What follows belongs to an exercise in optimizing a design on an open flow for small area, a short achievable clock period and few clock cycles per item; a production flow would make more cautious choices. Where RTL was checked, it was by simulation tests only, not by an equivalence proof against the original. The RTL of runs 6 and 7 was laid out without a check of its function. Power figures rest on the tool's default switching activity, not on a simulated workload.

==> design/flow/design.v <==
`timescale 1ns/1ps
package kyber_params_pkg;
	localparam int KYBER_Q = 3329;  
	localparam int COEFF_W = 12;  
	localparam int LANES = 4;  
	localparam int NOISE_W = 25;
	localparam int ETA_SEL_BIT = NOISE_W - 1;
	typedef logic [COEFF_W-1:0] coeff_t;
	typedef logic [LANES*COEFF_W-1:0] poly_word_t;
	typedef logic [NOISE_W-1:0] noise_word_t;
endpackage
`timescale 1ns/1ps
package noise_acc_ctrl_pkg;
	localparam int WORDS_PER_POLY = 64;  
	localparam int WORD_IDX_W = $clog2(WORDS_PER_POLY);
	localparam int RING_LEN = 4;
	localparam int RING_LEN_W = $clog2(RING_LEN);
	localparam int RINGS = WORDS_PER_POLY / RING_LEN;
	localparam int NOISE_SAMPLE_W = 3;
	localparam int NOISE_ENC_W = 4 * NOISE_SAMPLE_W;  
	typedef logic [WORD_IDX_W-1:0] word_idx_t;
	typedef logic [NOISE_ENC_W-1:0] noise_enc_t;
endpackage
`timescale 1ns/1ps
module noise_acc_fsm
(
	input  logic clk,
	input  logic rst,
	input  logic start_i,
	input  logic noise_empty_i,
	input  logic poly_empty_i,
	input  logic last_i,       
	input  logic slot_i,       
	input  logic slot_next_i,  
	output logic idle_o,       
	output logic noise_req_o,
	output logic poly_req_o,
	output logic noise_take_o,  
	output logic poly_take_o,   
	output logic step_o
);
	logic noise_act_q;   
	logic poly_act_q;    
	logic noise_wait_q;  
	logic poly_wait_q;   
	logic noise_act_d;
	logic poly_act_d;
	assign idle_o = !noise_act_q && !poly_act_q;
	assign noise_req_o = !(noise_empty_i || noise_wait_q);
	assign poly_req_o  = !(poly_empty_i || poly_wait_q);
	assign noise_take_o = !noise_empty_i && (idle_o || (noise_act_q && slot_i));
	assign poly_take_o  = !poly_empty_i && poly_act_q && slot_i;
	assign step_o       = noise_take_o || poly_take_o;
	assign noise_act_d = start_i || (noise_act_q && !(noise_take_o && last_i));
	assign poly_act_d  = (noise_take_o && last_i) || (poly_act_q && !(poly_take_o && last_i));
	always_ff @(posedge clk) begin
		if (rst) begin
			noise_act_q  <= 1'b0;
			poly_act_q   <= 1'b0;
			noise_wait_q <= 1'b0;
			poly_wait_q  <= 1'b1;
		end else begin
			noise_act_q  <= noise_act_d;
			poly_act_q   <= poly_act_d;
			noise_wait_q <= !((noise_act_d && slot_next_i) || (!noise_act_d && !poly_act_d));
			poly_wait_q  <= !(poly_act_d && slot_next_i);
		end
	end
endmodule
`timescale 1ns/1ps
module word_counter
(
	input  logic                          clk,
	input  logic                          clr_i,   
	input  logic                          step_i,  
	output logic                          last_o,
	output logic                          slot_o,      
	output logic                          slot_next_o  
);
	noise_acc_ctrl_pkg::word_idx_t idx_q;  
	logic [noise_acc_ctrl_pkg::RING_LEN_W-1:0] mis_q;
	logic [noise_acc_ctrl_pkg::RING_LEN_W-1:0] mis_next;
	noise_acc_ctrl_pkg::word_idx_t idx;    
	assign idx      = clr_i ? '0 : idx_q;
	assign last_o   = &idx;
	assign mis_next = clr_i ? '0 : mis_q + noise_acc_ctrl_pkg::RING_LEN_W'(!step_i);
	assign slot_o      = mis_q == '0;
	assign slot_next_o = mis_next == '0;
	always_ff @(posedge clk) begin
		idx_q <= idx + noise_acc_ctrl_pkg::WORD_IDX_W'(step_i);
		mis_q <= mis_next;
	end
endmodule
`timescale 1ns/1ps
module cbd_sampler
(
	input  kyber_params_pkg::noise_word_t word_i,
	output noise_acc_ctrl_pkg::noise_enc_t samples_o
);
	for (genvar n = 0; n < kyber_params_pkg::LANES; n++) begin : g_lane
		logic [1:0] pos_sum;
		logic [1:0] neg_sum;
		assign pos_sum = word_i[kyber_params_pkg::ETA_SEL_BIT]
			? 2'(word_i[6*n]) + 2'(word_i[6*n+1]) + 2'(word_i[6*n+2])
			: 2'(word_i[4*n]) + 2'(word_i[4*n+1]);
		assign neg_sum = word_i[kyber_params_pkg::ETA_SEL_BIT]
			? 2'(word_i[6*n+3]) + 2'(word_i[6*n+4]) + 2'(word_i[6*n+5])
			: 2'(word_i[4*n+2]) + 2'(word_i[4*n+3]);
		assign samples_o[n*noise_acc_ctrl_pkg::NOISE_SAMPLE_W +: noise_acc_ctrl_pkg::NOISE_SAMPLE_W] = {1'b0, pos_sum} - {1'b0, neg_sum};
	end
endmodule
`timescale 1ns/1ps
module poly_ram
(
	input  logic                           clk,
	input  logic                           shift_i,
	input  noise_acc_ctrl_pkg::noise_enc_t wr_data_i,
	output noise_acc_ctrl_pkg::noise_enc_t rd_data_o
);
	localparam int RINGS = noise_acc_ctrl_pkg::RINGS;
	localparam int LEN   = noise_acc_ctrl_pkg::RING_LEN;
	noise_acc_ctrl_pkg::noise_enc_t ring [RINGS][LEN];
	for (genvar j = 0; j < RINGS; j++) begin : g_ring
		noise_acc_ctrl_pkg::noise_enc_t feed;
		if (j == 0) begin : g_head
			assign feed = wr_data_i;
		end else begin : g_link
			assign feed = ring[j-1][LEN-1];
		end
		always_ff @(posedge clk) begin
			ring[j][0] <= shift_i ? feed : ring[j][LEN-1];
			for (int i = 1; i < LEN; i++)
				ring[j][i] <= ring[j][i-1];
		end
	end
	assign rd_data_o = ring[RINGS-1][LEN-1];
endmodule
`timescale 1ns/1ps
module mod_q_adder
(
	input  kyber_params_pkg::poly_word_t   a_i,
	input  noise_acc_ctrl_pkg::noise_enc_t b_i,
	output kyber_params_pkg::poly_word_t   sum_o
);
	function automatic kyber_params_pkg::coeff_t add_mod_q(input kyber_params_pkg::coeff_t a, input logic [2:0] b);
		logic [1:0]  lo;
		logic        c2;
		logic        inc;
		logic        dec;
		logic [9:0]  ones;   
		logic [9:0]  zeros;  
		logic [11:0] raw;
		logic        wrap_lo;
		logic        wrap_hi;
		lo[0] = a[0] ^ b[0];
		lo[1] = a[1] ^ b[1] ^ (a[0] & b[0]);
		c2    = (a[1] & b[1]) | ((a[1] ^ b[1]) & a[0] & b[0]);
		inc   = !b[2] && c2;
		dec   = b[2] && !c2;
		for (int k = 0; k < 10; k++) begin
			ones[k]  = &(a[11:2] | ~((10'd1 << k) - 10'd1));
			zeros[k] = ~|(a[11:2] & ((10'd1 << k) - 10'd1));
		end
		raw[1:0] = lo;
		for (int i = 2; i < 12; i++)
			raw[i] = a[i] ^ ((inc && ones[i-2]) || (dec && zeros[i-2]));
		wrap_lo = dec && a[11:2] == 10'h000;                                                  
		wrap_hi = !b[2] && lo != 2'b00 && (a[11:2] == 10'h340 || (a[11:2] == 10'h33F && c2));  
		if (wrap_lo)
			add_mod_q = {3'b110, lo == 2'b11, {6{lo != 2'b11}}, lo + 2'd1};  
		else if (wrap_hi)
			add_mod_q = {10'd0, lo - 2'd1};
		else
			add_mod_q = raw;
	endfunction
	for (genvar n = 0; n < kyber_params_pkg::LANES; n++) begin : g_lane
		assign sum_o[n*kyber_params_pkg::COEFF_W +: kyber_params_pkg::COEFF_W] = add_mod_q(
			a_i[n*kyber_params_pkg::COEFF_W +: kyber_params_pkg::COEFF_W],
			b_i[n*noise_acc_ctrl_pkg::NOISE_SAMPLE_W +: noise_acc_ctrl_pkg::NOISE_SAMPLE_W]);
	end
endmodule
`timescale 1ns/1ps
module kyber_noise_acc
(
	input  logic        clk,
	input  logic        rst,
	input  logic        start_i,
	input  logic        noise_empty_i,
	output logic        noise_req_o,
	input  kyber_params_pkg::noise_word_t noise_i,
	input  logic        poly_empty_i,
	output logic        poly_req_o,
	input  kyber_params_pkg::poly_word_t  poly_i,
	output kyber_params_pkg::poly_word_t  sum_o,
	output logic        sum_valid_o,
	output logic        done_o
);
	logic       step;
	logic       last;
	logic       slot;
	logic       idle;
	logic       slot_next;
	logic       noise_take;
	logic       poly_take;
	logic       noise_req_q;  
	logic       poly_req_q;   
	logic       last_q;       
	noise_acc_ctrl_pkg::noise_enc_t samples;
	noise_acc_ctrl_pkg::noise_enc_t stored;
	kyber_params_pkg::poly_word_t   sum_next;
	noise_acc_fsm u_fsm (
		.clk           (clk),
		.rst           (rst),
		.start_i       (start_i),
		.noise_empty_i (noise_empty_i),
		.poly_empty_i  (poly_empty_i),
		.last_i        (last),
		.slot_i        (slot),
		.slot_next_i   (slot_next),
		.idle_o        (idle),
		.noise_req_o   (noise_req_o),
		.poly_req_o    (poly_req_o),
		.noise_take_o  (noise_take),
		.poly_take_o   (poly_take),
		.step_o        (step)
	);
	word_counter u_counter (
		.clk         (clk),
		.clr_i       (idle),
		.step_i      (step),
		.last_o      (last),
		.slot_o      (slot),
		.slot_next_o (slot_next)
	);
	always_ff @(posedge clk) begin
		if (rst) begin
			noise_req_q <= 1'b0;
			poly_req_q  <= 1'b0;
		end else begin
			noise_req_q <= noise_take;
			poly_req_q  <= poly_take;
		end
		last_q <= poly_take && last;
	end
	cbd_sampler u_sampler (
		.word_i    (noise_i),
		.samples_o (samples)
	);
	poly_ram u_ram (
		.clk       (clk),
		.shift_i   (noise_req_q || poly_req_q),
		.wr_data_i (samples),
		.rd_data_o (stored)
	);
	mod_q_adder u_adder (
		.a_i   (poly_i),
		.b_i   (stored),
		.sum_o (sum_next)
	);
	always_ff @(posedge clk) begin
		sum_o <= sum_next;
		if (rst) begin
			sum_valid_o <= 1'b0;
			done_o      <= 1'b0;
		end else begin
			sum_valid_o <= poly_req_q;
			done_o      <= !start_i && (done_o || (poly_req_q && last_q));
		end
	end
endmodule
==> design/flow/flow/run.sh <==
#!/bin/bash
# Standard layout, with three changes:
# - synthesis maps logic with an area-oriented ABC script (flow/synth.tcl),
# - plain buffers (instead of the default delay-cell buffers) on the ports,
# - a clock tree without dummy balancing loads.
set -e
export FLOW_WORK=$PWD
export FLOW_ABC_SCRIPT=$PWD/flow/abc_area_map.script
export BUFFER_PORTS_ARGS="-buffer_cell sky130_fd_sc_hd__buf_1"
export CTS_ARGS="-sink_clustering_enable -repair_clock_nets -sink_clustering_size 20 -sink_clustering_max_diameter 60 -buf_list sky130_fd_sc_hd__clkbuf_8 -dont_use_dummy_load"
sed "s#SYNTH_SCRIPT=[^ ]*#SYNTH_SCRIPT=$PWD/flow/synth.tcl#" standard.sh > flow_standard.sh
bash flow_standard.sh > standard.log 2>&1
==> design/flow/flow/abc_area_map.script <==
strash
dch -f
amap
topo
stime -c
==> design/flow/flow/synth.tcl <==
# The standard flow's synthesis (synth_recipe.tcl in the work folder), with the ABC
# mapping script replaced by the area-oriented one in this folder.
proc abc {args} {
  set i [lsearch -exact $args -script]
  if {$i >= 0} { lset args [expr {$i + 1}] $::env(FLOW_ABC_SCRIPT) }
  yosys abc {*}$args
}
source $::env(FLOW_WORK)/synth_recipe.tcl
==> design/flow/standard.sh <==
#!/bin/bash
# synth_recipe.tcl (not shown) runs the flow's synth.tcl, then flattens the netlist and writes it again
# the make line also repeats each setting of config.mk as NAME=value (left out here)
make -C /OpenROAD-flow-scripts/flow DESIGN_CONFIG=/design/flow/config.mk WORK_HOME=/design/flow/orfs CLKGATE_MAP_FILE= SYNTH_SCRIPT=/design/flow/synth_recipe.tcl "${@:-finish}"
==> design/flow/config.mk <==
export PLATFORM = sky130hd
export DESIGN_NAME = kyber_noise_acc
export DESIGN_NICKNAME = kyber_noise_acc
export VERILOG_FILES = /design/flow/design.v
export SDC_FILE = /design/flow/constraint.sdc
export NUM_CORES = 4
export LEC_CHECK = 0
export ABC_AREA = 1
export CAP_MARGIN = 20
export CORE_MARGIN = 2
export CORE_UTILIZATION = 60
export CTS_BUF_LIST = sky130_fd_sc_hd__clkbuf_8
export CTS_CLUSTER_DIAMETER = 60
export CTS_CLUSTER_SIZE = 20
export SETUP_SLACK_MARGIN = 3.3
export SLEW_MARGIN = 20
==> design/flow/constraint.sdc <==
create_clock -name core_clock -period 6.0 [get_ports {clk}]
set_input_delay 1.2000 -clock core_clock [delete_from_list [all_inputs] [get_ports {clk}]]
set_output_delay 1.2000 -clock core_clock [all_outputs]
set_load 0.01 [all_outputs]
==> flow_metrics.py, run 1 <==
metrics = {
    "critical_path": {
        "crit_arrival_ns": 1.50,
        "end_kind": "output port",
        "path_max_fanout": 2,
        "cp.required_ns": 4.80,
        "rr_worst_depth": 10,
        "r2r-end": "sum_o[35]$_SDFF_PP1_",
        "timing.rr.start": "u_ram.ring[63][7]$_DFF_P_",
        "critPathLaunchType": "input port",
        "r2r_setup_slack_ns": 3.72,
        "crit_type": "in -> out",
    },
    "route": {
        "wirelength_microns": 29300,
        "dr.pass1.iters": 4,
        "drc": 0,
        "post_drt_wl_per_cell_microns": 13.5,
        "vias": 11000,
        "vias_per_cell": 5.09,
        "dr.first_iter.drc_count": 587,
        "postRouteAntennaNets": 0,
    },
    "sta": {
        "finalSetupViolations": 0,
        "rsz0062_at_grt": "yes",
        "maxSlewViolCount": 0,
        "relSlewSlack": 0.145,
        "finalCritPeriodShare": 0.450,
        "fin_crit_ns": 2.70,
        "fmax_mhz": 371,
        "tightest_slew_ns": 1.28,
        "fin_skew_ns": 0.0563,
        "hold_violations": 0,
        "setup_tns_ns": 0,
        "hold_slack_ns": 0.287,
    },
    "logic_synthesis": {
        "synth_top_cell_by_area": "dfxtp_1",
        "synth_warnings": 6,
        "ys_top_cells_by_area": "dfxtp_1 (79%), o22a_1 (7.5%), ha_1 (2.5%), nor2_1 (2.1%), clkinv_1 (1.6%)",
        "netlist-cell-type-count": 31,
        "ys_seq_area_frac": 0.785,
        "syn-num-nets": 1662,
        "ys_seq_elements": 833,
        "netlist.area_leader.share": 0.785,
        "syn_avg_cell_area_sq_um": 13.9,
        "synthCells": 1529,
        "syn_area_sq_mm": 0.0212,
    },
    "grt": {
        "grt_overflow": 0,
        "antenna_found_initial": 0,
        "grtUsageTotal": 0.160,
        "grt_pass1_vias": 10500,
        "grt_max_degree": 190,
        "grt_pass1_wl_microns": 49100,
    },
    "hold_path": {
        "hold_path.startpoint": "u_ram.ring[13][9]$_DFF_P_",
        "hold-path-endpoint": "u_ram.ring[14][9]$_DFF_P_",
        "min_delay_path_depth": 0,
        "hold_class": "reg -> reg",
    },
    "floorplan": {
        "rows": 68,
        "core_area_sq_mm": 0.0347,
        "start_util": 0.612,
        "io_pins": 130,
        "dieArea_sq_mm": 0.0369,
        "die_x_microns": 192,
        "die_h_microns": 192,
    },
    "cells_and_area": {
        "final_cell_area_sq_mm": 0.0235,
        "antenna_cells": 0,
        "fin_util": 0.676,
        "area_delta_synth_final_pct": 10.5,
        "multiInputGateArea_sq_mm": 0.00461,
        "fin_nets": 1847,
        "fillers": 2590,
        "ff_latch_area_sq_mm": 0.0167,
        "drive_gt1_frac": 0.0777,
    },
    "clocking": {
        "clk_pin_slew_worst_paths_ns": 0.11,
        "cts_max_level": 2,
        "cts_sinks": 833,
        "cts_hold_buf": 0,
        "cts_tree": "yes",
        "clkLatencyLatePin_ns": 0.61,
        "clock_path_buffers": 3,
        "cts_made_buffers": 49,
        "cts-root-buf": "clkbuf_8",
    },
    "power": {
        "leakage_uw": 0.00909,
        "power_density_mw_per_mm2": 453,
        "power_uw": 10600,
        "ir_drop_mv": 0.335,
    },
    "run": {
        "maxCapViolations": 0,
    },
    "outcome": {
        "status": "complete, no violations",
    },
    "place": {
        "place_area_sq_mm": 0.0227,
        "place_congestion": 0.855,
        "post-dp-hpwl_microns": 17000,
        "io_buffers": 129,
    },
}
==> cells in the mapped netlist <==
cell and count:
dfxtp_1 833, o22a_1 181, nor2_1 117, clkinv_1 92
a21oi_1 56, o22ai_1 45, ha_1 43, nand2_1 32
nor3_1 21, o21ai_0 18, fa_1 12, nor4_1 10
or4_1 8, nand3_1 7, or3_1 7, a211oi_1 6
a22oi_1 6, a31oi_1 6, or2_0 6, a22o_1 5
nand4_1 4, and3_1 3, nor2b_1 3, a311oi_1 1
a32oi_1 1, nor3b_1 1, o211ai_1 1, o21a_1 1
o31ai_1 1, o32a_1 1, or4b_1 1
==> what timing repair did <==
item / CTS / global route
endpoints found under the setup margin: 83 / 93
pin swaps: 2 / 4
endpoints found under the hold margin: 0 / 0
buffers inserted: 1 / 2
gates resized for setup: 4 / 25
==> worst max path at each step <==
stage / start / to / slack [ns] / depth (start not counted)
6_report: noise_empty_i / noise_req_o / 3.30 / 3
5_1_grt: noise_empty_i / noise_req_o / 3.28 / 3
3_5_place_dp: noise_i[24] / u_ram.ring[0][10]$_DFF_P_ / 2.42 / 7
2_1_floorplan: noise_req_q$_SDFF_PP0_ / u_ram.ring[0][10]$_DFF_P_ / -1.08 / 3
3_3_place_gp: noise_i[24] / u_ram.ring[0][10]$_DFF_P_ / 2.52 / 7
4_1_cts: poly_empty_i / poly_req_o / 3.29 / 3
==> flip-flops by register name (all words and copies together) (netlist names), 2 cells and up <==
name,cells
u_ram.ring,768
sum_o,48
u_counter.mis_q,2
u_counter.idx_q,6
==> report_power, final <==
group	internal, uW	switching [uW]
combinational	450	441
sequential	7060	484
clock	739	1450
total	8250	2380
==> worst max-delay path, cell delays in order <==
cell    delay, ns
buf_8        0.10
nor2_4       0.10
buf_6        0.10
==> through the flow <==
step | cells | setup slack (ns)
CTS | 2165 | 3.29
global route | 2167 | 3.28
global placement | 2115 | 2.52
finish | 2167 | 3.30
detailed placement | 2115 | 2.42
floorplan | 1529 | -1.08
==> layout make-up <==
cell class,instances,area share
Tap cell,455,0.0242
Clock buffer,49,0.0287
Sequential cell,833,0.710
Inverter,92,0.0158
Multi-Input combinational cell,604,0.196
Timing Repair Buffer,134,0.0246
==> per-layer routing <==
layer,vias up,track usage,routed length [microns]
met4,0,0.0470,501
met1,5140,0.237,15400
met5,-,0,0
met2,204,0.237,11800
li1,5638,-,-
met3,40,0.0333,1560
==> cells in the final DEF (no fill, tap or decap), types with 13 or more instances in the layout <==
master    count
buf_1       123
dfxtp_1     831
o21ai_0      14
o22ai_1      45
o22a_1      181
nor2_1      103
ha_1         36
nand2_1      32
clkbuf_8     49
nor3_1       16
clkinv_2     13
clkinv_1     77
a21oi_1      52
==> kinds of logic after synthesis <==
group / after synthesis / synth area share
adders and majority gates: 55 / 0.0366
AOI/OAI and AO/OA: 329 / 0.116
DFF: 833 / 0.785
buffers and inverters: 92 / 0.0163
and+or+nand+nor: 220 / 0.0463
Testbench counts, summed over its fixed seeds: cycles 16,640, transforms 128.
==> run 2: changes to the inputs <==
==> design/flow/flow/abc_area_map.script (replaced) <==
strash
dch
amap
topo
stime -c
--- a/design/flow/config.mk
+++ b/design/flow/config.mk
@@ -12,5 +12,5 @@
 export CTS_BUF_LIST = sky130_fd_sc_hd__clkbuf_8
 export CTS_CLUSTER_DIAMETER = 60
 export CTS_CLUSTER_SIZE = 20
-export SETUP_SLACK_MARGIN = 3.3
+export SETUP_SLACK_MARGIN = 3.4
 export SLEW_MARGIN = 20
==> flow_metrics.py, run 2 <==
metrics = {
    "critical_path": {
        "r2r_setup_slack_ns": 3.72,
        "end_kind": "output port",
        "r2r-end": "u_ram.ring[20][5]$_DFF_P_",
        "crit_arrival_ns": 1.50,
        "crit_type": "in -> out",
        "path_max_fanout": 2,
        "rr_worst_depth": 5,
        "timing.rr.start": "noise_req_q$_SDFF_PP0_",
        "cp.required_ns": 4.80,
        "crit_chain": "buf_8 -> nor2_4 -> buf_6",
        "critPathLaunchType": "input port",
        "max_stage_delay_ns": 0.10,
        "critPathSlowestCell": "buf_8",
    },
    "sta": {
        "fin_crit_ns": 2.70,
        "finalCritPeriodShare": 0.450,
        "hold_violations": 0,
        "tightest_slew_ns": 0.987,
        "relSlewSlack": 0.342,
        "hold_slack_ns": 0.299,
        "finalSetupViolations": 0,
        "maxSlewViolCount": 0,
        "fmax_mhz": 370,
        "fin_skew_ns": 0.0401,
        "rsz0062_at_grt": "yes",
        "fin_ws_ns": 3.30,
    },
    "route": {
        "wirelength_microns": 30100,
        "vias_per_cell": 4.90,
        "post_drt_wl_per_cell_microns": 12.8,
        "drc": 0,
        "dr.first_iter.drc_count": 356,
        "dr.pass1.iters": 4,
        "vias": 11500,
        "postRouteAntennaNets": 0,
    },
    "hold_path": {
        "hold_class": "reg -> reg",
        "hold-path-endpoint": "u_ram.ring[30][3]$_DFF_P_",
        "hold_path.startpoint": "u_ram.ring[29][3]$_DFF_P_",
        "min_delay_path_depth": 0,
    },
    "grt": {
        "grt_pass1_vias": 10900,
        "grt_max_degree": 198,
        "grt_pass1_wl_microns": 50700,
        "antenna_found_initial": 0,
        "grtUsageTotal": 0.164,
        "grt_overflow": 0,
    },
    "floorplan": {
        "core_area_sq_mm": 0.0354,
        "start_util": 0.606,
        "io_pins": 130,
        "dieArea_sq_mm": 0.0373,
        "rows": 69,
        "die_h_microns": 193,
        "die_x_microns": 193,
    },
    "clocking": {
        "clk_pin_slew_worst_paths_ns": 0.10,
        "clock_path_buffers": 3,
        "cts_made_buffers": 50,
        "cts-root-buf": "clkbuf_8",
        "cts_sinks": 833,
        "clkLatencyLatePin_ns": 0.63,
        "cts_max_level": 2,
        "cts_tree": "yes",
    },
    "power": {
        "ir_drop_mv": 0.381,
        "power_density_mw_per_mm2": 453,
        "leakage_uw": 0.00922,
    },
    "logic_synthesis": {
        "synth_enable_flop_cells": 0,
        "ys_top_cells_by_area": "dfxtp_1 (78%), o22ai_1 (6.7%), clkinv_1 (4.6%), ha_1 (2.5%), nor2_1 (1.7%)",
        "synthArstFlopShare": 0,
        "ys_seq_area_frac": 0.778,
        "synth-main-ff-cell": "dfxtp_1",
        "synth_top_cell_by_area": "dfxtp_1",
        "syn-num-nets": 1831,
        "synthCells": 1698,
        "netlist.area_leader.share": 0.778,
        "yosys-top-cells-count": "dfxtp_1 (833), clkinv_1 (265), o22ai_1 (229)",
        "synth.most_common_cell": "dfxtp_1",
        "synth_warnings": 6,
        "netlist-cell-type-count": 31,
        "ys_seq_elements": 833,
        "syn_area_sq_mm": 0.0214,
        "syn_avg_cell_area_sq_um": 12.6,
    },
    "cells_and_area": {
        "fin_nets": 2017,
        "area_delta_synth_final_pct": 10.9,
        "largest_reg_flops": 768,
        "fin_util": 0.672,
        "layout.cells.most_common": "dfxtp_1",
        "largest_register": "u_ram.ring",
        "top_regs": "u_ram.ring x768, sum_o x48, u_counter.idx_q x6",
        "antenna_cells": 0,
        "layout_common_cells": "dfxtp_1 (831), clkinv_1 (251), o22ai_1 (223)",
        "drive_gt1_frac": 0.0760,
    },
    "place": {
        "post-dp-hpwl_microns": 18000,
        "place_congestion": 0.850,
        "io_buffers": 129,
        "place_ws_ns": 2.41,
    },
    "run": {
        "maxCapViolations": 0,
    },
    "outcome": {
        "status": "complete, no violations",
    },
}
[run 2: cell types whose count changed in the layout (fill, tap and decap cells not counted), moves of 3 or more]
cell      delta
o22ai_1    +178
o22a_1     -175
a22oi_1      -4
clkinv_1   +174
nor2_1      -15
nor3_2       +3
a21oi_1     -11
o21ai_0     +12
o22ai_2      +6
nand2_1      +9
a22o_1       -5
nor2_2       -4
[run 2: repair_timing]
| item | CTS | global route |
|---|---|---|
| resized for setup | 14 | 34 |
| pin swaps | 3 | 4 |
| buffers inserted | 2 | 1 |
| hold buffers | 0 | 0 |
| endpoints found under the setup margin | 66 | 75 |
[run 2: per-layer routing]
| metal | GRT usage | vias to the layer above | share of wire |
|---|---|---|---|
| li1 | - | 6009 | - |
| met4 | 0.0653 | 0 | 0.025 |
| met1 | 0.238 | 5192 | 0.52 |
| met2 | 0.245 | 217 | 0.40 |
| met3 | 0.0311 | 56 | 0.053 |
| met5 | 0 | - | 0 |
[run 2: layout make-up]
cell class / instances / area (sq um)
Clock buffer: 50 / 688
Fill cell: 2695 / 11600
Inverter: 265 / 1020
Multi-Input combinational cell: 600 / 4220
Sequential cell: 833 / 16700
Tap cell: 461 / 577
Timing Repair Buffer: 134 / 588
[run 2: report_power, final]
group	internal, uW	switching (uW)	total (uW)
clock network	752	1480	2230
logic	455	644	1100
registers	7060	375	7440
total	8270	2500	10800
[run 2: critical path: cells and delay by family]
| kind | cells | cell delay, ns |
|---|---|---|
| buffers and inverters | 2 | 0.20 |
| AND/OR/NAND/NOR | 1 | 0.10 |
[run 2: worst max path at each step]
| stage | endpoint | startpoint | cells past startpoint |
|---|---|---|---|
| finish | poly_req_o | poly_empty_i | 3 |
| global route | noise_req_o | noise_empty_i | 3 |
| CTS | noise_req_o | noise_empty_i | 3 |
| detailed placement | sum_o[19]$_DFF_P_ | poly_i[13] | 11 |
| global placement | sum_o[19]$_DFF_P_ | poly_i[13] | 11 |
| floorplan | u_ram.ring[0][0]$_DFF_P_ | noise_req_q$_SDFF_PP0_ | 3 |
[run 2: logic make-up after synthesis]
family / count (synthesis) / synth area share
adders and majority gates: 55 / 0.0363
buffers and inverters: 265 / 0.0464
and+or+nand+nor: 209 / 0.0437
DFF: 833 / 0.778
AOI/OAI and AO/OA: 336 / 0.0957
[run 2: per-stage QoR]
step / TNS, ns / total power, uW / cells / instance area (sq um)
6_report: 0 / 10800 / 2343 / 23800
5_1_grt: 0 / 11400 / 2343 / 23800
4_1_cts: 0 / 10900 / 2342 / 23600
3_5_place_dp: 0 / 8660 / 2290 / 22900
3_3_place_gp: 0 / 8580 / 2290 / 22900
2_1_floorplan: -162.33 / 8250 / 1698 / 21800
==> run 3: changes to the inputs <==
==> design/flow/flow/abc_area_map.script (replaced) <==
strash
dch -f
amap
topo
stime -c
==> flow_metrics.py, run 3 <==
metrics = {
    "clocking": {
        "cts_hold_buf": 0,
        "cts-root-buf": "clkbuf_8",
        "clk_pin_slew_worst_paths_ns": 0.10,
        "cts_tree": "yes",
        "clock_path_buffers": 3,
        "clkLatencyLatePin_ns": 0.60,
        "cts_max_level": 2,
        "cts_made_buffers": 50,
        "cts_sinks": 833,
    },
    "logic_synthesis": {
        "netlist.area_leader.share": 0.785,
        "ys_seq_area_frac": 0.785,
        "syn_area_sq_mm": 0.0212,
        "synth_enable_flop_cells": 0,
        "syn-num-nets": 1662,
        "synth_warnings": 6,
        "synth.most_common_cell": "dfxtp_1",
        "synthArstFlopShare": 0,
        "ys_seq_elements": 833,
        "netlist-cell-type-count": 31,
        "ys_top_cells_by_area": "dfxtp_1 (79%), o22a_1 (7.5%), ha_1 (2.5%), nor2_1 (2.1%), clkinv_1 (1.6%)",
        "synthCells": 1529,
        "syn_avg_cell_area_sq_um": 13.9,
        "yosys-top-cells-count": "dfxtp_1 (833), o22a_1 (181), nor2_1 (117)",
        "synth_top_cell_by_area": "dfxtp_1",
        "synth-main-ff-cell": "dfxtp_1",
    },
    "cells_and_area": {
        "largest_register": "u_ram.ring",
        "top_regs": "u_ram.ring x768, sum_o x48, u_counter.idx_q x6",
        "area_delta_synth_final_pct": 11.3,
        "stdcell_count": 2172,
        "layout.cells.most_common": "dfxtp_1",
        "fin_nets": 1852,
        "final_cell_area_sq_mm": 0.0236,
        "layout_common_cells": "dfxtp_1 (831), o22a_1 (181), buf_1 (121)",
        "antenna_cells": 0,
        "largest_reg_flops": 768,
        "drive_gt1_frac": 0.0891,
    },
    "floorplan": {
        "dieArea_sq_mm": 0.0369,
        "rows": 68,
        "start_util": 0.612,
        "die_h_microns": 192,
        "core_area_sq_mm": 0.0347,
        "die_x_microns": 192,
        "io_pins": 130,
    },
    "power": {
        "leakage_uw": 0.00915,
        "ir_drop_mv": 0.318,
        "power_density_mw_per_mm2": 452,
        "power_uw": 10700,
    },
    "sta": {
        "maxSlewViolCount": 0,
        "hold_slack_ns": 0.304,
        "finalCritPeriodShare": 0.454,
        "fmax_mhz": 367,
        "fin_skew_ns": 0.0374,
        "fin_crit_ns": 2.73,
        "rsz0062_at_grt": "yes",
        "hold_violations": 0,
        "tightest_slew_ns": 1.04,
        "relSlewSlack": 0.305,
        "finalSetupViolations": 0,
    },
    "critical_path": {
        "critPathLaunchType": "input port",
        "path_max_fanout": 4,
        "end_kind": "flip-flop",
        "crit_arrival_ns": 3.17,
        "crit_type": "in -> reg",
        "cp.required_ns": 6.44,
        "cp_top_family": "simple AND/OR/NAND/NOR gates",
        "path_buf_inv": 1,
        "crit_chain": "buf_8 -> or4_4 -> or3_4 -> or3_4 -> o32a_1 -> nor3_4 -> nor2_1 -> a21oi_1 -> o22ai_1",
        "max_stage_delay_ns": 0.53,
        "crit_path_frequent_cell": "or3_4",
        "critPathSlowestCell": "or4_4",
    },
    "outcome": {
        "status": "complete, no violations",
    },
    "route": {
        "dr.pass1.iters": 4,
        "post_drt_wl_per_cell_microns": 13.6,
        "dr.first_iter.drc_count": 436,
        "vias_per_cell": 5.09,
        "drc": 0,
        "postRouteAntennaNets": 0,
        "vias": 11100,
        "wirelength_microns": 29600,
    },
    "place": {
        "io_buffers": 129,
        "post-dp-hpwl_microns": 17500,
        "dp.cells": 2115,
        "place_area_sq_mm": 0.0228,
        "place_congestion": 0.857,
    },
    "grt": {
        "grt_pass1_vias": 10900,
        "antenna_found_initial": 0,
        "grt_pass1_wl_microns": 50500,
        "grtUsageTotal": 0.164,
        "grt_overflow": 0,
        "grt_max_degree": 188,
    },
    "run": {
        "maxCapViolations": 0,
    },
    "hold_path": {
        "hold_class": "reg -> reg",
    },
}
[run 3: changes by cell type after synthesis, sizes merged, moves of 2 or more]
| cell | delta |
|---|---|
| and3 | -2 |
| o22ai | -184 |
| nand2 | -9 |
| o22a | +175 |
| or2 | +2 |
| a22o | +5 |
| o21ai | -15 |
| a22oi | +5 |
| nor2 | +20 |
| nand4 | -2 |
| nor4 | +2 |
| a21oi | +12 |
| clkinv | -173 |
[run 3: path summary, 6_finish.rpt]
check                            start                   endpoint  slack (ns)  depth (start not counted)
max reg2reg  u_ram.ring[63][7]$_DFF_P_       sum_o[34]$_SDFF_PP1_        3.82                          9
max                         poly_i[26]          sum_o[25]$_DFF_P_        3.27                          9
min reg2reg  u_ram.ring[60][5]$_DFF_P_  u_ram.ring[61][5]$_DFF_P_        0.30                          0
min          u_ram.ring[60][5]$_DFF_P_  u_ram.ring[61][5]$_DFF_P_        0.30                          0
[run 3: routing by layer]
metal	wire [microns]	GRT usage
met3	1500	0.0382
met2	12500	0.260
met4	675	0.0490
met1	14900	0.227
met5	0	0
[run 3: per-stage QoR]
stage	utilization	setup slack, ns	TNS, ns
floorplan	-	-1.08	-201.23
global placement	0.656	2.51	0
detailed placement	0.656	2.45	0
CTS	0.677	3.31	0
global route	0.681	3.23	0
finish	0.681	3.27	0
[run 3: area by class of cell]
class                           count  area [sq um]
Sequential cell                   833         16700
Fill cell                        2572         11100
Multi-Input combinational cell    604          4700
Clock buffer                       50           688
Timing Repair Buffer              138           613
Tap cell                          455           569
Inverter                           92           383
[run 3: cell families (layout without fill, tap and decap cells)]
| logic type | count (synthesis) | after routing | synth area share |
|---|---|---|---|
| DFF | 833 | 833 | 0.785 |
| AOI/OAI and AO/OA | 329 | 329 | 0.116 |
| adders and majority gates | 55 | 55 | 0.0366 |
| buffers and inverters | 92 | 280 | 0.0163 |
| and+or+nand+nor | 220 | 220 | 0.0463 |
[run 3: timing repair]
action / CTS / global route
pin swaps: 5 / 2
hold endpoints to repair: 0 / 0
gates resized for setup: 12 / 29
setup buffers: 4 / 3
setup endpoints to repair: 14 / 23
[run 3: report_power, final]
group | total [uW] | leakage (uW) | switching [uW] | internal [uW]
Sequential | 7550 | 0.00700 | 486 | 7060
Combinational | 902 | 0.00179 | 446 | 456
Clock | 2220 | 0.000359 | 1470 | 753
Total | 10700 | 0.00915 | 2400 | 8270
==> run 4: changes to the inputs <==
==> design/flow/flow/abc_area_map.script (replaced) <==
strash
&get -n
&st
&synch2
&put
dch -f
amap
topo
stime -c
buffer -c
upsize -c
dnsize -c
--- a/design/flow/config.mk
+++ b/design/flow/config.mk
@@ -12,5 +12,5 @@
 export CTS_BUF_LIST = sky130_fd_sc_hd__clkbuf_8
 export CTS_CLUSTER_DIAMETER = 60
 export CTS_CLUSTER_SIZE = 20
-export SETUP_SLACK_MARGIN = 3.4
+export SETUP_SLACK_MARGIN = 3.3
 export SLEW_MARGIN = 20
==> flow_metrics.py, run 4 <==
metrics = {
    "sta": {
        "rsz0062_at_grt": "yes",
        "finalSetupViolations": 0,
        "relSlewSlack": 0.423,
        "fin_skew_ns": 0.0513,
        "hold_violations": 0,
        "maxSlewViolCount": 0,
        "fin_crit_ns": 2.69,
        "tightest_slew_ns": 0.866,
        "setup_tns_ns": 0,
        "finalCritPeriodShare": 0.449,
        "fmax_mhz": 371,
    },
    "place": {
        "post-dp-hpwl_microns": 18100,
        "place_area_sq_mm": 0.0225,
        "place_congestion": 0.850,
        "io_buffers": 129,
    },
    "cells_and_area": {
        "fin_nets": 1824,
        "antenna_cells": 0,
        "top_regs": "u_ram.ring x768, sum_o x48, u_counter.idx_q x6",
        "largest_register": "u_ram.ring",
        "ff_latch_area_sq_mm": 0.0167,
        "drive_gt1_frac": 0.0675,
        "fin_util": 0.659,
        "layout_common_cells": "dfxtp_1 (833), o22a_1 (186), buf_1 (126)",
        "area_delta_synth_final_pct": 8.80,
        "final_cell_area_sq_mm": 0.0233,
        "layout.cells.most_common": "dfxtp_1",
        "multiInputGateArea_sq_mm": 0.00444,
        "largest_reg_flops": 768,
        "fillers": 2701,
    },
    "power": {
        "leakage_uw": 0.00931,
        "power_density_mw_per_mm2": 458,
        "ir_drop_mv": 0.320,
        "power_uw": 10600,
    },
    "route": {
        "dr.first_iter.drc_count": 443,
        "post_drt_wl_per_cell_microns": 14.0,
        "dr.pass1.iters": 4,
        "wirelength_microns": 30200,
        "vias": 10900,
        "postRouteAntennaNets": 0,
        "vias_per_cell": 5.06,
        "drc": 0,
    },
    "floorplan": {
        "dieArea_sq_mm": 0.0371,
        "rows": 69,
        "start_util": 0.605,
        "io_pins": 130,
        "core_area_sq_mm": 0.0353,
        "die_x_microns": 193,
        "die_h_microns": 193,
    },
    "clocking": {
        "cts_made_buffers": 50,
        "cts_sinks": 833,
        "cts_tree": "yes",
        "clk_pin_slew_worst_paths_ns": 0.10,
        "cts-root-buf": "clkbuf_8",
        "clkLatencyLatePin_ns": 0.62,
        "clock_path_buffers": 3,
        "cts_max_level": 2,
    },
    "grt": {
        "busiest_layer": "met2",
        "grt_max_degree": 181,
        "antenna_found_initial": 0,
        "grtUsageTotal": 0.164,
        "grt_pass1_vias": 10400,
        "use_met3": 0.0302,
        "grt_overflow": 0,
        "grt_pass1_wl_microns": 49300,
        "grt_use_met2": 0.256,
        "grt_use_met1": 0.225,
    },
    "logic_synthesis": {
        "syn-num-nets": 1683,
        "syn_area_sq_mm": 0.0214,
        "synth_enable_flop_cells": 0,
        "synth.most_common_cell": "dfxtp_1",
        "synthCells": 1550,
        "synth_warnings": 6,
        "synth_top_cell_by_area": "dfxtp_1",
        "netlist.area_leader.share": 0.780,
        "yosys-top-cells-count": "dfxtp_1 (833), o22a_1 (186), nor2_1 (94)",
        "netlist-cell-type-count": 43,
        "ys_seq_elements": 833,
        "syn_avg_cell_area_sq_um": 13.8,
        "ys_top_cells_by_area": "dfxtp_1 (78%), o22a_1 (7.6%), ha_1 (2.5%), nor2_1 (1.7%), inv_1 (1.4%)",
        "ys_seq_area_frac": 0.780,
        "synth-main-ff-cell": "dfxtp_1",
        "synthArstFlopShare": 0,
    },
    "critical_path": {
        "end_kind": "output port",
        "crit_type": "in -> out",
        "timing.rr.start": "poly_req_q$_SDFF_PP0_",
        "cp.required_ns": 4.80,
        "rr_worst_depth": 4,
        "critPathLaunchType": "input port",
        "setup.worst_path.start": "noise_empty_i",
        "path_max_fanout": 2,
        "crit_arrival_ns": 1.49,
    },
    "hold_path": {
        "hold_class": "reg -> reg",
        "min_delay_path_depth": 0,
        "hold_path.startpoint": "u_ram.ring[8][9]$_DFF_P_",
    },
    "outcome": {
        "status": "complete, no violations",
    },
    "run": {
        "maxCapViolations": 0,
    },
}
-- run 4: cell count changes in the layout (fill, tap and decap cells not counted), sizes merged, moves of 5 or more --
| cell | delta |
|---|---|
| inv | +82 |
| clkinv | -86 |
| nor2 | -19 |
| o22a | +5 |
| buf | -6 |
| nor3 | -14 |
| a21oi | -12 |
| o21ai | +19 |
| or4 | -7 |
| nand2 | +17 |
| a22o | -5 |
-- run 4: cell type report --
class / instances / area share
multi-input combinational: 586 / 0.191
inverter: 88 / 0.0150
tap: 461 / 0.0248
clock buffer: 50 / 0.0296
timing repair buffer: 132 / 0.0225
sequential: 833 / 0.717
-- run 4: cell families (layout without fill, tap and decap cells) --
family / count (synthesis) / count (layout) / share of synthesized area
buf+inv: 131 / 270 / 0.0232
simple gates: 192 / 192 / 0.0412
compound gates: 339 / 339 / 0.119
fa+ha+maj: 55 / 55 / 0.0364
flops: 833 / 833 / 0.780
-- run 4: path summary, 6_finish.rpt --
| kind | endpoint | slack (ns) |
|---|---|---|
| setup / recovery | noise_req_o | 3.31 |
| hold reg to reg | u_ram.ring[9][9]$_DFF_P_ | 0.30 |
| hold / removal | u_ram.ring[9][9]$_DFF_P_ | 0.30 |
| setup reg to reg | u_ram.ring[0][2]$_DFF_P_ | 3.51 |
-- run 4: worst max-delay path, stage by stage --
cell    delay (ns)
buf_1         0.08
nor2_1        0.08
buf_2         0.13
-- run 4: layer usage --
layer / vias to the layer above / wire (microns)
met5: - / 0
met4: 0 / 1010
met3: 62 / 1180
met2: 153 / 13000
met1: 5101 / 15000
li1: 5553 / -
-- run 4: power by group --
| part | total [uW] | internal (uW) | switching [uW] |
|---|---|---|---|
| clock | 2230 | 752 | 1480 |
| combinational | 861 | 443 | 418 |
| sequential | 7560 | 7060 | 499 |
-- run 4: repair_timing --
item                       CTS  global route
gates resized for setup      3             2
setup endpoints to repair    8             6
hold buffers                 0             0
pin swaps                    0             2
buffers inserted             0             1
-- run 4: per-stage QoR --
step | std cells | worst slack, ns | hold slack [ns]
after floorplan | 1550 | 3.15 | 0.310
after global placement | 2099 | 2.50 | 0.310
after detailed placement | 2099 | 2.43 | 0.312
after CTS | 2149 | 3.30 | 0.297
after global routing | 2150 | 3.27 | 0.301
final | 2150 | 3.31 | 0.302
==> run 5: changes to the inputs <==
==> design/flow/flow/abc_area_map.script (replaced) <==
strash
&get -n
&st
&synch2
&put
dch -f
amap
topo
stime -c
--- a/design/flow/config.mk
+++ b/design/flow/config.mk
@@ -6,11 +6,11 @@
 export NUM_CORES = 4
 export LEC_CHECK = 0
 export ABC_AREA = 1
-export CAP_MARGIN = 20
+export CAP_MARGIN = 0
 export CORE_MARGIN = 2
 export CORE_UTILIZATION = 60
 export CTS_BUF_LIST = sky130_fd_sc_hd__clkbuf_8
 export CTS_CLUSTER_DIAMETER = 60
 export CTS_CLUSTER_SIZE = 20
 export SETUP_SLACK_MARGIN = 3.3
-export SLEW_MARGIN = 20
+export SLEW_MARGIN = 0
==> flow_metrics.py, run 5 <==
metrics = {
    "floorplan": {
        "die_h_microns": 192,
        "die_x_microns": 192,
        "rows": 68,
        "start_util": 0.610,
        "core_area_sq_mm": 0.0346,
        "dieArea_sq_mm": 0.0367,
        "io_pins": 130,
    },
    "clocking": {
        "cts_max_level": 2,
        "cts_hold_buf": 0,
        "clk_pin_slew_worst_paths_ns": 0.11,
        "cts_sinks": 833,
        "clock_path_buffers": 3,
        "cts_tree": "yes",
        "cts-root-buf": "clkbuf_8",
        "cts_made_buffers": 50,
        "clkLatencyLatePin_ns": 0.64,
    },
    "logic_synthesis": {
        "synth.most_common_cell": "dfxtp_1",
        "synth_enable_flop_cells": 0,
        "synth_top_cell_by_area": "dfxtp_1",
        "syn-num-nets": 1640,
        "netlist-cell-type-count": 28,
        "synth_warnings": 6,
        "synthCells": 1507,
        "syn_area_sq_mm": 0.0211,
        "synth-main-ff-cell": "dfxtp_1",
        "syn_avg_cell_area_sq_um": 14.0,
        "yosys-top-cells-count": "dfxtp_1 (833), o22a_1 (186), nor2_1 (98)",
        "ys_seq_elements": 833,
        "ys_top_cells_by_area": "dfxtp_1 (79%), o22a_1 (7.7%), ha_1 (2.5%), nor2_1 (1.7%), clkinv_1 (1.6%)",
        "synthArstFlopShare": 0,
        "ys_seq_area_frac": 0.789,
        "netlist.area_leader.share": 0.789,
    },
    "place": {
        "post-dp-hpwl_microns": 17400,
        "place_ws_ns": 2.42,
        "io_buffers": 129,
        "place_congestion": 0.892,
        "dp.cells": 2094,
    },
    "route": {
        "wirelength_microns": 29500,
        "vias": 10900,
        "dr.first_iter.drc_count": 570,
        "postRouteAntennaNets": 0,
        "dr.pass1.iters": 5,
        "vias_per_cell": 5.10,
        "drc": 0,
        "post_drt_wl_per_cell_microns": 13.8,
    },
    "sta": {
        "hold_slack_ns": 0.289,
        "fmax_mhz": 371,
        "tightest_slew_ns": 0.906,
        "hold_violations": 0,
        "fin_skew_ns": 0.0454,
        "rsz0062_at_grt": "yes",
        "finalSetupViolations": 0,
        "fin_ws_ns": 3.30,
        "relSlewSlack": 0.396,
        "fin_crit_ns": 2.70,
        "finalCritPeriodShare": 0.449,
        "maxSlewViolCount": 0,
    },
    "grt": {
        "grtUsageTotal": 0.165,
        "grt_max_degree": 165,
        "grt_pass1_wl_microns": 49900,
        "grt_overflow": 0,
        "grt_pass1_vias": 10700,
        "antenna_found_initial": 0,
    },
    "cells_and_area": {
        "fin_nets": 1825,
        "top_regs": "u_ram.ring x768, sum_o x48, u_counter.idx_q x6",
        "stdcell_count": 2145,
        "fin_util": 0.674,
        "largest_register": "u_ram.ring",
        "largest_reg_flops": 768,
        "layout_common_cells": "dfxtp_1 (831), o22a_1 (186), buf_1 (124)",
        "drive_gt1_frac": 0.0710,
        "area_delta_synth_final_pct": 10.4,
        "antenna_cells": 0,
        "layout.cells.most_common": "dfxtp_1",
    },
    "hold_path": {
        "hold_class": "reg -> reg",
    },
    "power": {
        "power_uw": 10700,
        "ir_drop_mv": 0.306,
        "leakage_uw": 0.00905,
        "power_density_mw_per_mm2": 457,
    },
    "critical_path": {
        "cp.required_ns": 4.80,
        "end_kind": "output port",
        "critPathLaunchType": "input port",
        "crit_type": "in -> out",
        "crit_arrival_ns": 1.50,
        "path_max_fanout": 2,
    },
    "run": {
        "maxCapViolations": 0,
    },
    "outcome": {
        "status": "complete, no violations",
    },
}
## run 5: critical path, cell delays in order
cell and delay [ns]:
buf_6 0.09, nor2_2 0.08, buf_2 0.12
## run 5: repair_timing
action,4_1_cts,5_1_grt
setup buffers,0,1
endpoints found under the hold margin,0,0
gates resized for setup,3,10
pin swaps,2,2
endpoints found under the setup margin,8,3
## run 5: final cells by class
class,count,area [sq um]
inverter,88,362
tap,455,569
fill,2607,11300
clock buffer,50,688
sequential,833,16700
multi-input combinational,586,4480
timing repair buffer,133,552
## run 5: logic make-up after synthesis
logic type      after synthesis  synth area share
flops                       833             0.789
compound gates              339             0.120
simple gates                192            0.0390
buf+inv                      88            0.0156
fa+ha+maj                    55            0.0368
## run 5: worst paths after layout
check	startpoint	to	slack [ns]	cells past startpoint
worst max-delay path	noise_empty_i	noise_req_o	3.30	3
worst min-delay path	u_ram.ring[17][10]$_DFF_P_	u_ram.ring[18][10]$_DFF_P_	0.29	0
worst max register to register	u_ram.ring[63][10]$_DFF_P_	sum_o[37]$_DFF_P_	3.70	10
worst min register to register	u_ram.ring[17][10]$_DFF_P_	u_ram.ring[18][10]$_DFF_P_	0.29	0
## run 5: layer usage
metal	track usage	routed length, microns
met5	0	0
met4	0.0565	629
met3	0.0353	1450
met2	0.250	12200
met1	0.236	15200
## run 5: power breakdown
group | switching, uW | internal (uW) | leakage [uW] | total (uW)
combinational | 427 | 448 | 0.00169 | 875
clock | 1480 | 753 | 0.000359 | 2230
sequential | 479 | 7060 | 0.00700 | 7540
total | 2390 | 8260 | 0.00905 | 10700
## run 5: per-stage QoR
step,setup TNS [ns],instance area (sq um)
floorplan,-186.07,21500
CTS,0,23300
global placement,0,22600
finish,0,23300
detailed placement,0,22600
global route,0,23300
==> run 6: changes to the inputs <==
--- a/design/flow/design.v
+++ b/design/flow/design.v
@@ -152,6 +152,7 @@
 		logic [11:0] raw;
 		logic        wrap_lo;
 		logic        wrap_hi;
+		logic [9:0]  mask;
 		lo[0] = a[0] ^ b[0];
 		lo[1] = a[1] ^ b[1] ^ (a[0] & b[0]);
 		c2    = (a[1] & b[1]) | ((a[1] ^ b[1]) & a[0] & b[0]);
@@ -166,12 +167,8 @@
 			raw[i] = a[i] ^ ((inc && ones[i-2]) || (dec && zeros[i-2]));
 		wrap_lo = dec && a[11:2] == 10'h000;                                                  
 		wrap_hi = !b[2] && lo != 2'b00 && (a[11:2] == 10'h340 || (a[11:2] == 10'h33F && c2));  
-		if (wrap_lo)
-			add_mod_q = {3'b110, lo == 2'b11, {6{lo != 2'b11}}, lo + 2'd1};  
-		else if (wrap_hi)
-			add_mod_q = {10'd0, lo - 2'd1};
-		else
-			add_mod_q = raw;
+		mask = wrap_hi ? 10'h000 : !wrap_lo ? 10'h3FF : lo == 2'b11 ? 10'h340 : 10'h33F;
+		add_mod_q = {raw[11:2] & mask, wrap_hi ? lo - 2'd1 : wrap_lo ? lo + 2'd1 : lo};
 	endfunction
 	for (genvar n = 0; n < kyber_params_pkg::LANES; n++) begin : g_lane
 		assign sum_o[n*kyber_params_pkg::COEFF_W +: kyber_params_pkg::COEFF_W] = add_mod_q(
--- a/design/flow/config.mk
+++ b/design/flow/config.mk
@@ -6,11 +6,11 @@
 export NUM_CORES = 4
 export LEC_CHECK = 0
 export ABC_AREA = 1
-export CAP_MARGIN = 0
+export CAP_MARGIN = 20
 export CORE_MARGIN = 2
 export CORE_UTILIZATION = 60
 export CTS_BUF_LIST = sky130_fd_sc_hd__clkbuf_8
 export CTS_CLUSTER_DIAMETER = 60
 export CTS_CLUSTER_SIZE = 20
 export SETUP_SLACK_MARGIN = 3.3
-export SLEW_MARGIN = 0
+export SLEW_MARGIN = 20
==> flow_metrics.py, run 6 <==
metrics = {
    "outcome": {
        "status": "complete, no violations",
    },
    "clocking": {
        "cts_hold_buf": 0,
        "cts_tree": "yes",
        "clkLatencyLatePin_ns": 0.59,
        "cts_max_level": 2,
        "cts_sinks": 833,
        "clk_pin_slew_worst_paths_ns": 0.11,
        "clock_path_buffers": 3,
        "cts-root-buf": "clkbuf_8",
        "cts_made_buffers": 49,
    },
    "power": {
        "switching_share": 0.224,
        "power_density_mw_per_mm2": 467,
        "switching_power_uw": 2460,
        "leakage_uw": 0.00919,
        "power_frac_comb": 0.089,
        "power.clock.fraction": 0.200,
        "ir_drop_mv": 0.307,
        "p_int_uw": 8520,
        "share_seq_of_total_power": 0.711,
    },
    "cells_and_area": {
        "largest_register": "u_ram.ring",
        "stdcell_count": 2148,
        "layout_common_cells": "dfxtp_1 (831), o22a_1 (188), buf_1 (122)",
        "top_regs": "u_ram.ring x768, sum_o x48, u_counter.idx_q x6",
        "layout.cells.most_common": "dfxtp_1",
        "fin_util": 0.681,
        "fillers": 2534,
        "area_delta_synth_final_pct": 11.7,
        "antenna_cells": 0,
        "drive_gt1_frac": 0.0951,
        "largest_reg_flops": 768,
        "fin_nets": 1827,
    },
    "sta": {
        "finalSetupViolations": 0,
        "maxSlewViolCount": 0,
        "hold_slack_ns": 0.291,
        "finalCritPeriodShare": 0.452,
        "fin_skew_ns": 0.0403,
        "hold_violations": 0,
        "fin_crit_ns": 2.71,
        "relSlewSlack": 0.301,
        "rsz0062_at_grt": "yes",
        "fmax_mhz": 369,
        "tightest_slew_ns": 1.05,
    },
    "logic_synthesis": {
        "syn_area_sq_mm": 0.0211,
        "synth-main-ff-cell": "dfxtp_1",
        "syn_avg_cell_area_sq_um": 14.1,
        "ys_top_cells_by_area": "dfxtp_1 (79%), o22a_1 (7.8%), ha_1 (2.5%), nor2_1 (2.3%), clkinv_1 (1.3%)",
        "netlist.area_leader.share": 0.792,
        "synth_enable_flop_cells": 0,
        "ys_seq_elements": 833,
        "synth_warnings": 6,
        "synth.most_common_cell": "dfxtp_1",
        "syn-num-nets": 1622,
        "synth_top_cell_by_area": "dfxtp_1",
        "synthArstFlopShare": 0,
        "netlist-cell-type-count": 31,
        "ys_seq_area_frac": 0.792,
        "synthCells": 1490,
        "yosys-top-cells-count": "dfxtp_1 (833), o22a_1 (188), nor2_1 (128)",
    },
    "floorplan": {
        "core_area_sq_mm": 0.0345,
        "die_x_microns": 191,
        "start_util": 0.609,
        "io_pins": 130,
        "dieArea_sq_mm": 0.0366,
        "rows": 68,
        "die_h_microns": 191,
    },
    "route": {
        "vias_per_cell": 5.00,
        "post_drt_wl_per_cell_microns": 13.3,
        "drc": 0,
        "dr.pass1.iters": 5,
        "dr.first_iter.drc_count": 485,
        "postRouteAntennaNets": 0,
        "vias": 10700,
        "wirelength_microns": 28600,
    },
    "place": {
        "io_buffers": 129,
        "place_congestion": 0.901,
        "dp.cells": 2076,
        "post-dp-hpwl_microns": 16500,
    },
    "grt": {
        "grt_max_degree": 205,
        "grt_pass1_wl_microns": 47600,
        "antenna_found_initial": 0,
        "grt_pass1_vias": 10200,
        "grtUsageTotal": 0.155,
        "grt_overflow": 0,
    },
    "run": {
        "maxCapViolations": 0,
    },
    "critical_path": {
        "cp.required_ns": 6.47,
        "critPathLaunchType": "input port",
        "path_max_fanout": 6,
        "crit_arrival_ns": 3.18,
        "end_kind": "flip-flop",
        "crit_type": "in -> reg",
    },
    "hold_path": {
        "hold_class": "reg -> reg",
    },
}
[run 6: changes by cell type after synthesis, sizes merged, moves of 7 or more]
cell,delta
nand2,-8
clkinv,-13
a211oi,+12
nor2,+30
o21ai,-16
a21oi,-14
nor3,+7
o22ai,-22
[run 6: critical path, stage by stage]
cell and delay (ns):
buf_6 0.09, ha_4 0.22, a31oi_4 0.19, ha_2 0.19, nor3b_4 0.19, nand2_2 0.10, nor2_4 0.18, inv_4 0.05
nor3_4 0.18, nand2_2 0.10, nor2_4 0.13, nor2_4 0.07, nor2_4 0.20, nor2_1 0.07
[run 6: power groups by stage]
| stage | sequential [uW] | clock (uW) | combinational, uW |
|---|---|---|---|
| floorplan | 7760 | 0 | 697 |
| global placement | 7880 | 0 | 920 |
| detailed placement | 7940 | 0 | 944 |
| CTS | 7830 | 2310 | 964 |
| global route | 7990 | 2500 | 1110 |
| finish | 7800 | 2200 | 979 |
[run 6: area by class of cell]
| class | instances | area, sq um | area share |
|---|---|---|---|
| repair buffers | 154 | 724 | 0.0308 |
| multi-input cells | 582 | 4560 | 0.194 |
| clock buffers | 49 | 674 | 0.0287 |
| flip-flops and latches | 833 | 16700 | 0.709 |
| inverters | 75 | 307 | 0.0130 |
| well taps | 455 | 569 | 0.0242 |
[run 6: per-layer routing]
| layer | vias up | global-route usage | share of wire |
|---|---|---|---|
| met5 | - | 0 | 0 |
| li1 | 5530 | - | - |
| met2 | 180 | 0.234 | 0.42 |
| met4 | 0 | 0.0447 | 0.016 |
| met1 | 4993 | 0.227 | 0.52 |
| met3 | 39 | 0.0332 | 0.045 |
[run 6: cells by family (layout without fill, tap and decap cells)]
family,Yosys count,count (layout),synth area share
and+or+nand+nor,227,227,0.0464
AOI/OAI and AO/OA,301,301,0.112
adders and majority gates,54,54,0.0364
DFF,833,833,0.792
buffers and inverters,75,278,0.0134
[run 6: worst paths after layout]
check	start	end	slack (ns)	cells past startpoint
setup / recovery	poly_i[25]	sum_o[27]$_DFF_P_	3.29	14
hold / removal	u_ram.ring[21][9]$_DFF_P_	u_ram.ring[22][9]$_DFF_P_	0.29	0
setup reg to reg	u_ram.ring[63][7]$_DFF_P_	sum_o[27]$_DFF_P_	3.57	13
hold reg to reg	u_ram.ring[21][9]$_DFF_P_	u_ram.ring[22][9]$_DFF_P_	0.29	0
[run 6: what timing repair did]
item                                    in CTS  in global routing
resized for setup                           14                 35
pin swaps                                   10                 24
cloned                                       0                  0
endpoints found under the setup margin      26                 43
setup buffers                                5                 18
[run 6: per-stage QoR]
step           instance area, sq um  setup WS [ns]  power (uW)  TNS (ns)
2_1_floorplan                 21400          -1.03        8460   -186.07
3_5_place_dp                  22500           2.45        8890         0
3_3_place_gp                  22500           2.52        8800         0
6_report                      23500           3.29       11000         0
5_1_grt                       23500           3.15       11600         0
4_1_cts                       23200           3.29       11100         0
==> run 7: changes to the inputs <==
--- a/design/flow/design.v
+++ b/design/flow/design.v
@@ -152,7 +152,6 @@
 		logic [11:0] raw;
 		logic        wrap_lo;
 		logic        wrap_hi;
-		logic [9:0]  mask;
 		lo[0] = a[0] ^ b[0];
 		lo[1] = a[1] ^ b[1] ^ (a[0] & b[0]);
 		c2    = (a[1] & b[1]) | ((a[1] ^ b[1]) & a[0] & b[0]);
@@ -165,10 +164,15 @@
 		raw[1:0] = lo;
 		for (int i = 2; i < 12; i++)
 			raw[i] = a[i] ^ ((inc && ones[i-2]) || (dec && zeros[i-2]));
-		wrap_lo = dec && a[11:2] == 10'h000;                                                  
-		wrap_hi = !b[2] && lo != 2'b00 && (a[11:2] == 10'h340 || (a[11:2] == 10'h33F && c2));  
-		mask = wrap_hi ? 10'h000 : !wrap_lo ? 10'h3FF : lo == 2'b11 ? 10'h340 : 10'h33F;
-		add_mod_q = {raw[11:2] & mask, wrap_hi ? lo - 2'd1 : wrap_lo ? lo + 2'd1 : lo};
+		wrap_lo = dec && zeros[9] && !a[11];                               
+		wrap_hi = !b[2] && lo != 2'b00 && a[11:9] == 3'b110
+			&& ((a[8] && zeros[6]) || (!a[8] && ones[6] && c2));           
+		if (wrap_lo)
+			add_mod_q = {3'b110, lo == 2'b11, {6{lo != 2'b11}}, lo + 2'd1};  
+		else if (wrap_hi)
+			add_mod_q = {10'd0, lo - 2'd1};
+		else
+			add_mod_q = raw;
 	endfunction
 	for (genvar n = 0; n < kyber_params_pkg::LANES; n++) begin : g_lane
 		assign sum_o[n*kyber_params_pkg::COEFF_W +: kyber_params_pkg::COEFF_W] = add_mod_q(
==> flow_metrics.py, run 7 <==
metrics = {
    "cells_and_area": {
        "largest_reg_flops": 768,
        "fin_util": 0.674,
        "area_delta_synth_final_pct": 10.5,
        "fillers": 2593,
        "largest_register": "u_ram.ring",
        "antenna_cells": 0,
        "top_regs": "u_ram.ring x768, sum_o x48, u_counter.idx_q x6",
        "drive_gt1_frac": 0.0772,
        "layout_common_cells": "dfxtp_1 (831), o22a_1 (187), buf_1 (119)",
        "layout.cells.most_common": "dfxtp_1",
        "fin_nets": 1808,
    },
    "sta": {
        "maxSlewViolCount": 0,
        "relSlewSlack": 0.296,
        "rsz0062_at_grt": "yes",
        "hold_slack_ns": 0.287,
        "fin_skew_ns": 0.0486,
        "tightest_slew_ns": 1.06,
        "finalCritPeriodShare": 0.453,
        "finalSetupViolations": 0,
        "fmax_mhz": 368,
        "fin_crit_ns": 2.72,
        "hold_violations": 0,
    },
    "clocking": {
        "cts-root-buf": "clkbuf_8",
        "clock_path_buffers": 3,
        "clkLatencyLatePin_ns": 0.61,
        "cts_sinks": 833,
        "clk_pin_slew_worst_paths_ns": 0.11,
        "cts_tree": "yes",
        "cts_made_buffers": 49,
        "cts_max_level": 2,
    },
    "route": {
        "vias": 11000,
        "dr.first_iter.drc_count": 455,
        "wirelength_microns": 29700,
        "highest_layer": "met4",
        "m1WireLength_microns": 15300,
        "wl_met3_microns": 1380,
        "wl_met2_microns": 12400,
        "dr.pass1.iters": 4,
        "vias_per_cell": 5.13,
        "drc": 0,
        "post_drt_wl_per_cell_microns": 13.9,
        "postRouteAntennaNets": 0,
    },
    "logic_synthesis": {
        "syn-num-nets": 1617,
        "syn_avg_cell_area_sq_um": 14.1,
        "synthArstFlopShare": 0,
        "synthCells": 1496,
        "synth_enable_flop_cells": 0,
        "synth-main-ff-cell": "dfxtp_1",
        "ys_seq_area_frac": 0.792,
        "syn_area_sq_mm": 0.0211,
        "ys_top_cells_by_area": "dfxtp_1 (79%), o22a_1 (7.8%), ha_1 (1.8%), nor2_1 (1.6%), clkinv_1 (1.5%)",
        "synth_top_cell_by_area": "dfxtp_1",
        "ys_seq_elements": 833,
        "yosys-top-cells-count": "dfxtp_1 (833), o22a_1 (187), nor2_1 (91)",
        "netlist.area_leader.share": 0.792,
        "synth.most_common_cell": "dfxtp_1",
        "synth_warnings": 6,
        "netlist-cell-type-count": 34,
    },
    "hold_path": {
        "hold_path.startpoint": "u_ram.ring[57][6]$_DFF_P_",
        "hold_class": "reg -> reg",
    },
    "grt": {
        "grtUsageTotal": 0.163,
        "grt_pass1_wl_microns": 49700,
        "antenna_found_initial": 0,
        "grt_overflow": 0,
        "grt_pass1_vias": 10500,
        "grt_max_degree": 98,
    },
    "power": {
        "ir_drop_mv": 0.315,
        "power_uw": 11000,
        "leakage_uw": 0.00904,
        "power_density_mw_per_mm2": 472,
    },
    "floorplan": {
        "core_area_sq_mm": 0.0345,
        "start_util": 0.610,
        "rows": 68,
        "io_pins": 130,
        "dieArea_sq_mm": 0.0366,
        "die_x_microns": 191,
        "die_h_microns": 191,
    },
    "critical_path": {
        "crit_arrival_ns": 3.16,
        "end_kind": "flip-flop",
        "r2r_setup_slack_ns": 3.66,
        "timing.rr.start": "poly_req_q$_SDFF_PP0_",
        "crit_type": "in -> reg",
        "path_max_fanout": 8,
        "cp.required_ns": 6.44,
        "critPathLaunchType": "input port",
        "setup.worst_path.start": "poly_i[26]",
    },
    "place": {
        "place_congestion": 0.846,
        "io_buffers": 129,
        "post-dp-hpwl_microns": 17900,
    },
    "run": {
        "maxCapViolations": 0,
    },
    "outcome": {
        "status": "complete, no violations",
    },
}
[run 7: cell count changes after synthesis, moves of 11 or more]
cell      change
a211oi_1     -13
ha_1         -11
nor2_1       -37
o21ai_0      +13
o22ai_1      +21
[run 7: worst paths after layout]
path,endpoint,cells past startpoint
hold / removal,u_ram.ring[58][6]$_DFF_P_,0
hold reg to reg,u_ram.ring[58][6]$_DFF_P_,0
setup / recovery,sum_o[26]$_DFF_P_,9
setup reg to reg,u_ram.ring[16][11]$_DFF_P_,4
[run 7: repair_timing]
item	CTS	global route
cloned	0	1
gates resized for setup	7	38
hold endpoints to repair	0	0
setup buffers	2	5
hold buffers	0	0
pin swaps	5	14
setup endpoints to repair	15	21
[run 7: final cells by class]
type                            instances  area, sq um  share of cell area
Sequential cell                       833        16700               0.717
Multi-Input combinational cell        578         4370               0.188
Clock buffer                           49          674              0.0290
Timing Repair Buffer                  139          621              0.0267
Tap cell                              455          569              0.0245
Inverter                               85          358              0.0154
Timing Repair inverter                  1         6.26            0.000269
[run 7: where the power goes]
group          leakage [uW]  switching [uW]  internal (uW)
Sequential          0.00699             551           7280
Clock              0.000352            1460            739
Combinational       0.00169             465            484
[run 7: logic make-up after synthesis]
| logic type | after synthesis | synth area share |
|---|---|---|
| and+or+nand+nor | 196 | 0.0417 |
| buffers and inverters | 85 | 0.0151 |
| adders and majority gates | 43 | 0.0298 |
| AOI/OAI and AO/OA | 339 | 0.121 |
| DFF | 833 | 0.792 |
[run 7: per-layer routing]
layer  global-route usage  up-vias
met2                0.246      205
li1                     -     5577
met1                0.238     5146
met4               0.0506        0
met3               0.0303       58
met5                    0        -
[run 7: metrics by stage]
step                      cells  instance area (sq um)  setup WS [ns]  setup TNS (ns)
after global routing       2140                  23300           3.25               0
final                      2140                  23300           3.28               0
after CTS                  2134                  23100           3.30               0
after floorplan            1496                  21300          -1.04         -187.34
after global placement     2083                  22400           2.48               0
after detailed placement   2083                  22400           2.42               0
[run 7: worst max-delay path, cell delays in order]
cell and delay [ns]:
buf_6 0.11, or4_4 0.54, or3_4 0.42, nor2_4 0.18
nand3_4 0.10, nor3_4 0.31, nor2_2 0.10, clkinv_2 0.10
o22ai_1 0.09

-- port drivers added, routing unchanged --
How much do the figures lean on ideal ports? The routed layouts below were timed once more, with nothing changed but the port constraints. Step 1 (the two cells are an assumption about what drives the block):
set clk [get_ports {clk}]
set_driving_cell -lib_cell sky130_fd_sc_hd__clkbuf_16 $clk
set_driving_cell -lib_cell sky130_fd_sc_hd__buf_2 [delete_from_list [all_inputs] $clk]
Step 2 also shifts input and output timing later by t, the mid clock arrival at the registers, as if the neighbouring blocks saw the same clock. a / b / c = ideal ports / drivers / drivers and shift; a / b = the first two.
run	t, ns	slack for setup (ns)	latest minus earliest clock arrival (ns)	worst slew at a driven data input, ns	cell pins on the clock port's net
run 1	0.633	3.301 / 3.260 / 2.704	0.056 / 0.057	0.06	1
run 2	0.666	3.298 / 3.256 / 2.665	0.056 / 0.056	0.06	1
run 3	0.644	3.275 / 3.283 / 2.639	0.065 / 0.064	0.05	1
run 4	0.656	3.307 / 3.287 / 2.761	0.087 / 0.087	0.06	1
run 5	0.653	3.305 / 3.272 / 2.770	0.064 / 0.064	0.04	1
run 6	0.625	3.288 / 3.280 / 2.678	0.056 / 0.057	0.04	1
run 7	0.631	3.282 / 3.264 / 2.664	0.053 / 0.053	0.05	1
After both steps setup and hold are still met in every run listed. For run 3, which loses most, drivers alone change the setup slack by +0.008 ns; drivers and shift together by -0.636 ns.
